Context: an optimization exercise on an open-source flow, tuned for small area, a short achievable clock period and few clock cycles per item. The choices shown serve that exercise and are no tape-out recipe. The RTL was checked by simulation tests, not by an equivalence proof against the original design.

## job 4646
## des_pipeline
module des_pipeline (
    input  logic                clk_i,
    input  logic                reset_i,
    input  logic                valid_i,
    input  logic                mode_i,
    input  logic [0:63]         key_i,
    input  logic [0:63]         data_i,
    output logic                accept_o,
    output logic [0:63]         data_o,
    output logic                valid_o
);
    logic               valid_s [0:16];
    logic               mode_s  [0:16];
    des_pkg::half_t     l_s     [0:16];
    des_pkg::half_t     r_s     [0:16];
    des_pkg::key56_t    cd_s    [0:16];
    des_input_stage u_input (
        .clk_i    (clk_i),
        .reset_i  (reset_i),
        .valid_i  (valid_i),
        .mode_i   (mode_i),
        .key_i    (key_i),
        .data_i   (data_i),
        .accept_o (accept_o),
        .valid_o  (valid_s[0]),
        .mode_o   (mode_s[0]),
        .l_o      (l_s[0]),
        .r_o      (r_s[0]),
        .cd_o     (cd_s[0])
    );
    for (genvar i = 1; i <= 16; i++) begin : g_round
        des_round #(
            .ROUND (i)
        ) u_round (
            .clk_i   (clk_i),
            .reset_i (reset_i),
            .valid_i (valid_s[i-1]),
            .mode_i  (mode_s[i-1]),
            .l_i     (l_s[i-1]),
            .r_i     (r_s[i-1]),
            .cd_i    (cd_s[i-1]),
            .valid_o (valid_s[i]),
            .mode_o  (mode_s[i]),
            .l_o     (l_s[i]),
            .r_o     (r_s[i]),
            .cd_o    (cd_s[i])
        );
    end
    des_output_stage u_output (
        .valid_i (valid_s[16]),
        .l_i     (l_s[16]),
        .r_i     (r_s[16]),
        .data_o  (data_o),
        .valid_o (valid_o)
    );
endmodule
==> flow/config.mk <==
export PLATFORM = sky130hd
export DESIGN_NAME = des_pipeline
export DESIGN_NICKNAME = des_pipeline
export VERILOG_FILES = /design/flow/design.v
export SDC_FILE = /design/flow/constraint.sdc
export NUM_CORES = 4
export LEC_CHECK = 0
export CAP_MARGIN = 20
export CORE_MARGIN = 2
export CORE_UTILIZATION = 40
export SLEW_MARGIN = 20
==> flow/constraint.sdc <==
create_clock -name core_clock -period 4.5 [get_ports {clk_i}]
set_input_delay 0.9000 -clock core_clock [delete_from_list [all_inputs] [get_ports {clk_i}]]
set_output_delay 0.9000 -clock core_clock [all_outputs]
set_load 0.01 [all_outputs]
standard.sh (not shown) runs the stock make flow with config.mk's settings and CLKGATE_MAP_FILE= SYNTH_SCRIPT=/design/flow/synth_recipe.tcl, a recipe that flattens the netlist after the stock synthesis.
==> flow/flow/run.sh <==
#!/bin/bash
# Own layout flow: the standard synthesis, then a re-mapping of the combinational
# logic only (flip-flops kept as the standard synthesis made them, same names and
# cells) with an area-recovering ABC mapping, then the standard flow from floorplan
# to the final layout. Each tool writes its full output to a log in this folder.
set -euo pipefail
W=$(pwd)
F=$W/flow
R=$W/orfs/results/$FLOW_PLATFORM/des_pipeline/base
LIB=$FLOW_HOME/platforms/$FLOW_PLATFORM/lib/sky130_fd_sc_hd__tt_025C_1v80.lib
YOSYS=$FLOW_HOME/../tools/install/yosys/bin/yosys
[ -x "$YOSYS" ] || YOSYS=yosys

# 1. standard synthesis (the standard flow's own script), netlist only
bash standard.sh "$R/1_2_yosys.v" > $W/log_1_synth_standard.txt 2>&1
cp "$R/1_2_yosys.v" $W/std_synth.v

# 2. behavioural models of the combinational cells, read from the liberty
python3 $F/mkcells.py "$LIB" $W/comb_cells.v > $W/log_2_mkcells.txt 2>&1

# 3. re-map the combinational logic; flip-flops stay as instances
DU=$(awk '/^export DONT_USE_CELLS/{f=1} f{print; if ($0 !~ /\\$/) exit}' \
     $FLOW_HOME/platforms/$FLOW_PLATFORM/config.mk | tr -d '\\' | sed 's/export DONT_USE_CELLS += //')
DUA=""
for c in $DU; do DUA="$DUA -dont_use $c"; done
printf 'set_driving_cell sky130_fd_sc_hd__buf_1\nset_load 5\n' > $W/remap.constr
cat > $W/remap.ys <<EOF
read_liberty -lib $LIB
read_verilog -overwrite $W/comb_cells.v
read_verilog $W/std_synth.v
hierarchy -top $FLOW_TOP
flatten
techmap
opt -purge
abc -script $F/remap.abc -liberty $LIB $DUA -constr $W/remap.constr
opt_clean -purge
hilomap -singleton -hicell sky130_fd_sc_hd__conb_1 HI -locell sky130_fd_sc_hd__conb_1 LO
splitnets
opt_clean -purge
rename -hide w:*.*
rename -hide w:*\$func\$*
tee -o $W/remap_stat.txt stat -liberty $LIB
write_verilog -noattr -nohex -nodec $W/remapped.v
EOF
$YOSYS -l $W/log_3_remap.txt -q -s $W/remap.ys
cp $W/remapped.v "$R/1_2_yosys.v"
touch "$R/1_2_yosys.v"

# 4. the standard flow from the re-mapped netlist to the final layout
bash standard.sh > $W/log_4_layout.txt 2>&1
Other scripts of this flow, unchanged in this note and not shown: flow/flow/mkcells.py, flow/flow/remap.abc
Testbench counts of job 4646, summed over its fixed seeds: cycles 2,176, items 2,048.
### job 4646 -> job 9706
Settings: SETUP_SLACK_MARGIN now 2.0, previously not set.
[summary]
Job 9706 vs. job 4646: wire length increased by 10000 um relative to the old numbers; share of final-layout standard cells stronger than drive strength 1 now sits higher. Comparing job 9706 and job 4646, the higher non-clock buffer count is on job 9706. Taking job 4646 as the reference, in job 9706 overall routing resource usage now larger; met2 layer usage reported by global route now larger; source-to-sink clock delay at the later pin of the worst-skew pair comparable. | global-route wire length before repair | job 9706 vs job 4646 | worse |. Min number of antenna cells inserted across job 9706 and job 4646: job 4646.
Input changes introduced in job 6121 (baseline for comparison: job 9706):
Settings: swapping 2.0 for 1.5 in SETUP_SLACK_MARGIN.
### Flow results
Via count of job 6121 falls short of that of job 9706 slightly. Max total of plain and repair buffers excluding clock buffers across job 9706 and job 6121: job 9706. Changes observed in job 6121 relative to job 9706: wire length fell about 2%. A end point of the critical path of g_round[10].u_round.r_o[10] is what job 6121 shows, while g_round[2].u_round.r_o[26] belongs to job 9706.
--- input diff job 6121..job 6449 ---
Settings: putting CTS_CLUSTER_DIAMETER at 120 where nothing was set; swapping 1.5 for 2.0 in SETUP_SLACK_MARGIN; putting CTS_CLUSTER_SIZE at 20 where nothing was set.
--- outcome ---
Job 6121 ended up with dfxtp_1 as its most common library cell in the layout ignoring fill and taps; job 6449 ended up with nand2_1.
Cell with the largest stage delay on the worst path: dfxtp_1 -> job 6121, dfxtp_2 -> job 6449
Summary of job 6449 over job 6121: fraction of layout instances using a drive strength above 1 went up by 8.7 points, sequential fraction of total cell area decreased 0.82 points, post-route fraction of the period consumed by the critical path went down 12 points.

## port drivers added, routing unchanged
How much do the figures lean on ideal ports? The routed layouts below were timed once more, with nothing changed but the port constraints. Step 1 (the two cells are an assumption about what drives the block):
set clk [get_ports {clk_i}]
set_driving_cell -lib_cell sky130_fd_sc_hd__clkbuf_16 $clk
set_driving_cell -lib_cell sky130_fd_sc_hd__buf_2 [delete_from_list [all_inputs] $clk]
Step 2 moves the port delays by t, midway between the first and last clock arrival at a register: inputs arrive t later, outputs are due t later. That takes back most of the time a late clock gives input paths. a / b / c = no drivers / after step 1 / after step 2; a / b = the first two.
| run | t (ns) | setup slack, ns | pins driven straight from the clock port |
|---|---|---|---|
| job 4646 | 1.011 | 1.058 / 1.058 / 1.058 | 1 |
| job 9706 | 1.002 | 1.960 / 1.960 / 1.960 | 1 |
| job 6121 | 1.010 | 1.431 / 1.431 / 1.431 | 1 |
| job 6449 | 1.007 | 1.971 / 1.971 / 1.971 | 1 |
After both steps setup and hold are still met in every run listed.
